What follows belongs to an exercise in optimizing a design on an open flow for a short achievable clock period and few clock cycles per item; a production flow would make more cautious choices.
Where RTL was checked, it was by simulation tests only, not by an equivalence proof against the original.
The flow treats the clock pin as an ideal source. Dropping or thinning the clock tree relies on that and would not hold on a real chip.
Power is estimated from default activity; no workload was simulated.

== v51 ==
// alu_core
module alu_core (
    input  logic        clk,
    input  logic        reset_n,
    input  logic        in_valid,
    output logic        in_ready,
    input  logic [31:0] in_instr,
    output logic        out_valid,
    input  logic        out_ready,
    output logic [4:0]  out_rd,
    output logic [31:0] out_value,
    output logic        out_reg_write,
    output logic        out_illegal,
    output logic        idle
);
    alu_core_top u_core (
        .clk           (clk),
        .reset_n       (reset_n),
        .in_valid      (in_valid),
        .in_ready      (in_ready),
        .in_instr      (in_instr),
        .out_valid     (out_valid),
        .out_ready     (out_ready),
        .out_rd        (out_rd),
        .out_value     (out_value),
        .out_reg_write (out_reg_write),
        .out_illegal   (out_illegal),
        .idle          (idle)
    );
endmodule
==> flow/config.mk <==
export PLATFORM = sky130hd
export DESIGN_NAME = alu_core
export DESIGN_NICKNAME = alu_core
export VERILOG_FILES = /design/flow/design.v
export SDC_FILE = /design/flow/constraint.sdc
export NUM_CORES = 8
export LEC_CHECK = 0
export CAP_MARGIN = 20
export CORE_MARGIN = 2
export CORE_UTILIZATION = 50
export SETUP_SLACK_MARGIN = 5
export SLEW_MARGIN = 20
==> flow/constraint.sdc <==
create_clock -name core_clock -period 8.0 [get_ports {clk}]
set_input_delay 1.6000 -clock core_clock [delete_from_list [all_inputs] [get_ports {clk}]]
set_output_delay 1.6000 -clock core_clock [all_outputs]
set_load 0.01 [all_outputs]
standard.sh (not shown) runs the stock make flow with config.mk's settings and CLKGATE_MAP_FILE= SYNTH_SCRIPT=/design/flow/synth_recipe.tcl, a recipe that flattens the netlist after the stock synthesis.
==> flow/flow/run.sh <==
#!/bin/bash
set -euo pipefail
work=$(pwd)
bash standard.sh SYNTH_SCRIPT="$work/flow/synth.tcl" SETUP_SLACK_MARGIN=5.6 \
  PRE_CTS_TCL="$work/flow/clock_tree.tcl" finish > "$work/flow_make.log" 2>&1
==> flow/flow/clock_tree.tcl <==

set ::ct_max_pins 18
set ::ct_pull 0.8

proc ct_split {pts levels axis} {
  if {$levels == 0} { return [list $pts] }
  set idx [expr {$axis == 0 ? 1 : 2}]
  set sorted [lsort -integer -index $idx $pts]
  set half [expr {[llength $sorted] / 2}]
  set lo [lrange $sorted 0 [expr {$half - 1}]]
  set hi [lrange $sorted $half end]
  set next [expr {1 - $axis}]
  return [concat [ct_split $lo [expr {$levels - 1}] $next] [ct_split $hi [expr {$levels - 1}] $next]]
}

# Splits pts into k groups of near-equal size, cutting each part across its
# longer side
proc ct_split_k {pts k} {
  if {$k <= 1} { return [list $pts] }
  set xs [lsort -integer [lmap p $pts { lindex $p 1 }]]
  set ys [lsort -integer [lmap p $pts { lindex $p 2 }]]
  set dx [expr {[lindex $xs end] - [lindex $xs 0]}]
  set dy [expr {[lindex $ys end] - [lindex $ys 0]}]
  set sorted [lsort -integer -index [expr {$dx >= $dy ? 1 : 2}] $pts]
  set k1 [expr {$k / 2}]
  set n1 [expr {([llength $sorted] * $k1 + $k / 2) / $k}]
  return [concat [ct_split_k [lrange $sorted 0 [expr {$n1 - 1}]] $k1] \
                 [ct_split_k [lrange $sorted $n1 end] [expr {$k - $k1}]]]
}

proc ct_centre {pts} {
  set sx 0; set sy 0
  foreach p $pts { set sx [expr {$sx + [lindex $p 1]}]; set sy [expr {$sy + [lindex $p 2]}] }
  set n [llength $pts]
  return [list [expr {$sx / $n}] [expr {$sy / $n}]]
}

proc ct_buffer {block master name x y} {
  set inst [odb::dbInst_create $block $master $name]
  set w [$master getWidth]
  set h [$master getHeight]
  $inst setLocation [expr {$x - $w / 2}] [expr {$y - $h / 2}]
  $inst setPlacementStatus PLACED
  return $inst
}

proc ct_out {inst} {
  set it [$inst findITerm X]
  if {$it eq "NULL"} { set it [$inst findITerm Y] }
  return $it
}

proc ct_build {root_levels max_pins root_cell leaf_cell} {
  set db [ord::get_db]
  set block [ord::get_db_block]
  set rmaster [$db findMaster $root_cell]
  set master [$db findMaster $leaf_cell]
  set clk [$block findNet clk]
  set pts {}
  foreach it [$clk getITerms] {
    set bb [[$it getInst] getBBox]
    lappend pts [list $it [expr {([$bb xMin] + [$bb xMax]) / 2}] [expr {([$bb yMin] + [$bb yMax]) / 2}]]
  }
  puts "clock tree: [llength $pts] clock pins"
  set r 0
  set l 0
  foreach group [ct_split $pts $root_levels 0] {
    set leaves [ct_split_k $group [expr {([llength $group] + $max_pins - 1) / $max_pins}]]
    set cpts {}
    foreach leaf $leaves { lappend cpts [concat [list {}] [ct_centre $leaf]] }
    lassign [ct_centre $cpts] rx ry
    set lpts {}
    set rnet [odb::dbNet_create $block "clknet_root_$r"]
    $rnet setSigType CLOCK
    foreach leaf $leaves {
      lassign [ct_centre $leaf] x y
      set x [expr {int($x + $::ct_pull * ($rx - $x))}]
      set y [expr {int($y + $::ct_pull * ($ry - $y))}]
      set buf [ct_buffer $block $master "clkbuf_leaf_$l" $x $y]
      set lnet [odb::dbNet_create $block "clknet_leaf_$l"]
      $lnet setSigType CLOCK
      foreach p $leaf {
        set it [lindex $p 0]
        $it disconnect
        $it connect $lnet
      }
      [ct_out $buf] connect $lnet
      [$buf findITerm A] connect $rnet
      lappend lpts [list $buf $x $y]
      puts "clock tree: leaf $l [llength $leaf] pins at $x $y"
      incr l
    }
    lassign [ct_centre $lpts] x y
    set rbuf [ct_buffer $block $rmaster "clkbuf_root_$r" $x $y]
    [ct_out $rbuf] connect $rnet
    [$rbuf findITerm A] connect $clk
    puts "clock tree: root $r at $x $y drives [llength $leaves] leaves"
    incr r
  }
  $clk setSigType CLOCK
}

ct_build 2 $::ct_max_pins sky130_fd_sc_hd__clkbuf_16 sky130_fd_sc_hd__clkbuf_16
set_propagated_clock [all_clocks]
rename clock_tree_synthesis ct_unused_clock_tree_synthesis
proc clock_tree_synthesis {args} { puts "clock tree: built by clock_tree.tcl; TritonCTS not run" }
Other scripts of this flow, unchanged in this note and not shown: flow/flow/abc.script, flow/flow/synth.tcl
Testbench counts of v51, summed over its fixed seeds: cycles 12,040, items 12,000.
Modified inputs, v1 compared to v51
--- a/flow/flow/clock_tree.tcl
+++ b/flow/flow/clock_tree.tcl
@@ -1,5 +1,5 @@
 
-set ::ct_max_pins 18
-set ::ct_pull 0.8
+set ct_max_pins 18
+set ct_pull 0.8
 
 proc ct_split {pts levels axis} {
@@ -101,5 +101,5 @@
 }
 
-ct_build 2 $::ct_max_pins sky130_fd_sc_hd__clkbuf_16 sky130_fd_sc_hd__clkbuf_16
+ct_build 2 $ct_max_pins sky130_fd_sc_hd__clkbuf_16 sky130_fd_sc_hd__clkbuf_16
 set_propagated_clock [all_clocks]
 rename clock_tree_synthesis ct_unused_clock_tree_synthesis
==> results.txt <==
v1 did not make it past clock tree synthesis, where a tool error ended it.
From v51 to v1, xor and xnor area share after synthesis did not move at all.
Portion of netlist area occupied by mux cells: v1 vs v51 identical
v51 -> v1: minimum setup slack after placement delta 0, exact match
Post-synthesis cell type count came out exactly the same in v1 and v51.
Diff v51..v1 | share of async-settable or async-resettable flops after synthesis | unchanged
Re synthesized cell count: no difference whatsoever between v1 and v51.
v1 -> v51: number of enable-type register cells in the synthesized netlist delta 0, exact match
As far as synthesized area goes, v1 and v51 are indistinguishable; the numbers are identical.
As far as starting density of the core goes, v1 and v51 are indistinguishable; the numbers are identical.
Number of top-level pins came out exactly the same in v1 and v51.
### v1 -> v23
--- a/flow/flow/clock_tree.tcl
+++ b/flow/flow/clock_tree.tcl
@@ -1,5 +1,5 @@
 
-set ct_max_pins 18
-set ct_pull 0.8
+set ::ct_max_pins 18
+set ::ct_pull 1.0
 
 proc ct_split {pts levels axis} {
@@ -101,5 +101,5 @@
 }
 
-ct_build 2 $ct_max_pins sky130_fd_sc_hd__clkbuf_16 sky130_fd_sc_hd__clkbuf_16
+ct_build 2 $::ct_max_pins sky130_fd_sc_hd__clkbuf_16 sky130_fd_sc_hd__clkbuf_16
 set_propagated_clock [all_clocks]
 rename clock_tree_synthesis ct_unused_clock_tree_synthesis
==> comparison <==
- Number of synthesized flops with an enable pin delta (v1 -> v23): insignificant
- The horizontal extent of the die was comparable across v23 and v1.
- v23 and v1 ended up with nearly the same netlist area before placement.
- v23 against v1: vertical extent of the die held steady; distinct cell type count after synthesis now sits at about the same level.
- Delta (v23 minus v1): fraction of registers with async set/reset level; post-placement cell area level; fraction of synthesized cell area in xor and xnor cells level.
- As far as post-synthesis share of cell area spent on and, or, nand and nor gates goes, v1 and v23 are indistinguishable; the numbers are identical.
- As far as post-synthesis mux area share goes, v1 and v23 are indistinguishable; the numbers are identical.
- v23 and v1 ended up with nearly the same count of pins on the block boundary.
- v23 reached the end of the flow, and the finished layout is clean on the timing, design-rule and antenna checks.
Changes in v36 relative to v23:
--- a/flow/flow/clock_tree.tcl
+++ b/flow/flow/clock_tree.tcl
@@ -101,5 +101,5 @@
 }
 
-ct_build 2 $::ct_max_pins sky130_fd_sc_hd__clkbuf_16 sky130_fd_sc_hd__clkbuf_16
+ct_build 2 $::ct_max_pins sky130_fd_sc_hd__buf_16 sky130_fd_sc_hd__clkbuf_16
 set_propagated_clock [all_clocks]
 rename clock_tree_synthesis ct_unused_clock_tree_synthesis
==> comparison <==
Summary of the comparison: worst endpoint data arrival time is lower in v36, relative to v23.
Sequential share of power essentially unchanged between v23 and v36.
Final cell count: v23 vs v36, no meaningful difference
Modified inputs, v32 compared to v36
--- a/flow/flow/clock_tree.tcl
+++ b/flow/flow/clock_tree.tcl
@@ -1,5 +1,5 @@
 
 set ::ct_max_pins 18
-set ::ct_pull 1.0
+set ::ct_pull 0.8
 
 proc ct_split {pts levels axis} {
--- outcome ---
Average footprint of a synthesized cell came out exactly the same in v36 and v32. Diff v32..v36 | clock latency reported for the late side of the worst-skew pair | negligible. Compared with v36, worst-case vdd ir drop in v32 increased by a few percent. Share of final-layout standard cells stronger than drive strength 1 in v32 vs v36: up 0.15 points. Going from v36 to v32, wire length dropped 0.62%, relative contribution of combinational cells to total power barely changed.
In v51, v23, v36 and v32 the design's own scripts or RTL, not TritonCTS, make the clock network.

========
alu_core, a different RTL version from the one above (not shown whole).
Size in the first run: ~7100 cells after synthesis, ~1700 flip-flops, about 78 I/O pins.
Settings: LEC_CHECK=0, CAP_MARGIN=20, CORE_MARGIN=2, CORE_UTILIZATION=65, SETUP_SLACK_MARGIN=5, SLEW_MARGIN=20; clock period 8.0 ns.
Scripts as last shown in full above: flow/flow/run.sh
Other scripts of this flow, unchanged in this note and not shown: flow/flow/abc.script, flow/flow/clock_tree.tcl, flow/flow/synth.tcl
The baseline produced a clean layout.
Testbench counts at the start, summed over its fixed seeds: cycles 12,040, items 12,000.
Next try:
--- a/flow/config.mk
+++ b/flow/config.mk
@@ -9,3 +9,3 @@
 export CORE_MARGIN = 2
-export CORE_UTILIZATION = 65
+export CORE_UTILIZATION = 50
 export SETUP_SLACK_MARGIN = 5
After rerunning:
- The changed run finished clean
- total power increases by 0.38%
- combinational power is about the same
- routed wire length is higher by about 6%
- synthesized area stays the same
In every run of this note, the design's own scripts or RTL, not TritonCTS, make the clock network.

========
run a:
Another version of the RTL of alu_core (not shown whole).
Size: roughly 6300 cells after synthesis, about 1500 flip-flops, about 72000 µm² of cells after synthesis.
export LEC_CHECK = 0
export CAP_MARGIN = 20
export CORE_MARGIN = 2
export CORE_UTILIZATION = 50
export SETUP_SLACK_MARGIN = 5
export SLEW_MARGIN = 20
create_clock -name core_clock -period 8.0 [get_ports {clk}]
==> flow/flow/run.sh <==
#!/bin/bash
# Own layout flow: the standard layout (standard.sh), with synthesis run
# by flow/synth.tcl, which is the standard flow's synthesis script with a delay-oriented
# ABC script (flow/abc.script). Make's output goes to flow_make.log; each ORFS
# step writes its full log under orfs/logs/.
set -euo pipefail
work=$(pwd)
bash standard.sh SYNTH_SCRIPT="$work/flow/synth.tcl" finish > "$work/flow_make.log" 2>&1
==> flow/flow/abc.script <==
&get -n
&st
&dch
&nf
&st
&sopb
&dsdb
&nf
&st
&sopb
&dsdb
&nf
&st
&sopb
&dsdb
&nf
&put
buffer -c
topo
stime -c
upsize -c
dnsize -c
==> flow/flow/synth.tcl <==
# The standard synthesis script (synth_recipe.tcl), with one change: Yosys's
# abc call maps with the ABC script beside this file (abc.script), which
# balances the logic for delay (&sopb, &dsdb) before each mapping
proc synth {args} { yosys synth -nofsm -noshare {*}$args }
set ::own_abc_script [file join [file dirname [file normalize [info script]]] abc.script]
proc abc {args} {
  set i [lsearch -exact $args -script]
  if { $i >= 0 } {
    lset args [expr { $i + 1 }] $::own_abc_script
  }
  yosys abc {*}$args
}
source $::env(SCRIPTS_DIR)/synth.tcl
# left out here: clear keep_hierarchy, flatten, clean up, hide names made inside functions, write 1_2_yosys.v
Every stage of the flow completed for run a, and the final layout passed the timing, design-rule and antenna checks.
Testbench counts of run a, summed over its fixed seeds: cycles 12,032, items 12,000.
Here is what was changed in the inputs of run b compared with run a.
==> flow/run.sh (new file) <==
#!/bin/bash
# synth_recipe.tcl (not shown) runs the flow's synth.tcl, then flattens the netlist and writes it again
# the make line also repeats each setting of config.mk as NAME=value (left out here)
make -C /OpenROAD-flow-scripts/flow DESIGN_CONFIG=/design/flow/config.mk WORK_HOME=/design/flow/orfs CLKGATE_MAP_FILE= SYNTH_SCRIPT=/design/flow/synth_recipe.tcl finish
removed: flow/flow/run.sh
removed: flow/flow/abc.script
removed: flow/flow/synth.tcl
removed: flow/standard.sh
==> comparison <==
- Run b has die outline height below what run a had.
- The lower post-route fraction of the period consumed by the critical path of run a and run b is in run a.
- | design area | run b vs run a | ≈ equal |
- Run b vs run a: synthesized net count down in run b

========
Setup of run A:
Another version of the RTL of alu_core (not shown whole).
Size in the first run: ~6,700 cells after synthesis, ~77,000 um2 of cells after synthesis.
export LEC_CHECK = 0
export CAP_MARGIN = 20
export CORE_MARGIN = 2
export CORE_UTILIZATION = 50
export SETUP_SLACK_MARGIN = 5
export SLEW_MARGIN = 20
create_clock -name core_clock -period 8.0 [get_ports {clk}]
==> flow/flow/run.sh <==
#!/bin/bash
set -euo pipefail
work=$(pwd)
bash standard.sh SYNTH_SCRIPT="$work/flow/synth.tcl" SETUP_SLACK_MARGIN=5.6 finish \
  > "$work/flow_make.log" 2>&1
==> flow/flow/abc.script <==
&get -n
&st
&dch
&nf
&st
&sopb
&dsdb
&nf
&st
&sopb
&dsdb
&nf
&st
&sopb
&dsdb
&nf
&put
buffer -c
topo
stime -c
upsize -c
dnsize -c
==> flow/flow/synth.tcl <==
# The standard synthesis script (synth_recipe.tcl), with one change: Yosys's
# abc call maps with the ABC script beside this file (abc.script), which
# balances the logic for delay (&sopb, &dsdb) before each mapping
proc synth {args} { yosys synth -nofsm -noshare {*}$args }
set ::own_abc_script [file join [file dirname [file normalize [info script]]] abc.script]
proc abc {args} {
  set i [lsearch -exact $args -script]
  if { $i >= 0 } {
    lset args [expr { $i + 1 }] $::own_abc_script
  }
  yosys abc {*}$args
}
source $::env(SCRIPTS_DIR)/synth.tcl
# left out here: clear keep_hierarchy, flatten, clean up, hide names made inside functions, write 1_2_yosys.v
#### Input delta (run B over run A)
==> flow/flow/run.sh <==
#!/bin/bash
# Own layout flow: the standard layout (standard.sh), with synthesis run
# by flow/synth.tcl, which is the standard flow's synthesis script with a delay-oriented
# ABC script (flow/abc.script). Make's output goes to flow_make.log; each ORFS
# step writes its full log under orfs/logs/.
set -euo pipefail
work=$(pwd)
bash standard.sh SYNTH_SCRIPT="$work/flow/synth.tcl" finish > "$work/flow_make.log" 2>&1
### Flow results
- Run B finished every stage and its layout cleared the timing, design-rule and antenna checks.
- In run B the final net count turned out 171 lower than in run A.
- [run B vs run A] leakage power summed over all cells: lower in run B
- Capturing instance or port of the critical path = out_valid: run A; capturing instance or port of the critical path = out_value[20]: run B
- Run A -> run B: total length of routed wires decreased by a few percent
Function was not checked in any run of this note: the RTL went through the layout flow alone.

[port drivers added, routing unchanged]
How much do the figures lean on ideal ports? The routed layouts below were timed once more, with nothing changed but the port constraints.
Step 1 assumes that a clkbuf_16 drives the clock port and a buf_2 every other input.
Step 2 moves the port delays by t, midway between the first and last clock arrival at a register: inputs arrive t later, outputs are due t later. That takes back most of the time a late clock gives input paths.
Slacks: ideal ports / drivers / drivers and shift; pairs: ideal ports / drivers.
run | t, ns | setup slack, ns | clock arrival spread, ns | worst register clock-pin slew, ns
v51 | 0.683 | 5.368 / 5.191 / 5.121 | 0.046 / 0.046 | 0.12 / 0.12
v23 | 0.661 | 5.380 / 5.214 / 5.148 | 0.056 / 0.056 | 0.12 / 0.12
v36 | 0.661 | 5.404 / 5.211 / 5.134 | 0.044 / 0.044 | 0.12 / 0.12
v32 | 0.670 | 5.395 / 5.200 / 5.130 | 0.041 / 0.041 | 0.12 / 0.12
the first run of note 2 | 0.758 | 5.280 / 5.101 / 4.892 | 0.071 / 0.071 | 0.12 / 0.12
the second run of note 2 | 0.776 | 5.281 / 5.095 / 4.930 | 0.088 / 0.088 | 0.11 / 0.11
run a of note 3 | 0.890 | 4.862 / 4.862 / 4.267 | 0.034 / 0.034 | 0.07 / 0.07
run b of note 3 | 0.887 | 4.716 / 4.716 / 4.244 | 0.058 / 0.058 | 0.07 / 0.07
run A of note 4 | 0.882 | 5.037 / 4.951 / 4.694 | 0.078 / 0.078 | 0.07 / 0.07
run B of note 4 | 0.917 | 5.028 / 4.939 / 4.323 | 0.036 / 0.036 | 0.07 / 0.07
After both steps every run listed still meets setup and hold. For run B of note 4, which loses most, drivers alone change the setup slack by -0.089 ns; drivers and shift together by -0.705 ns.
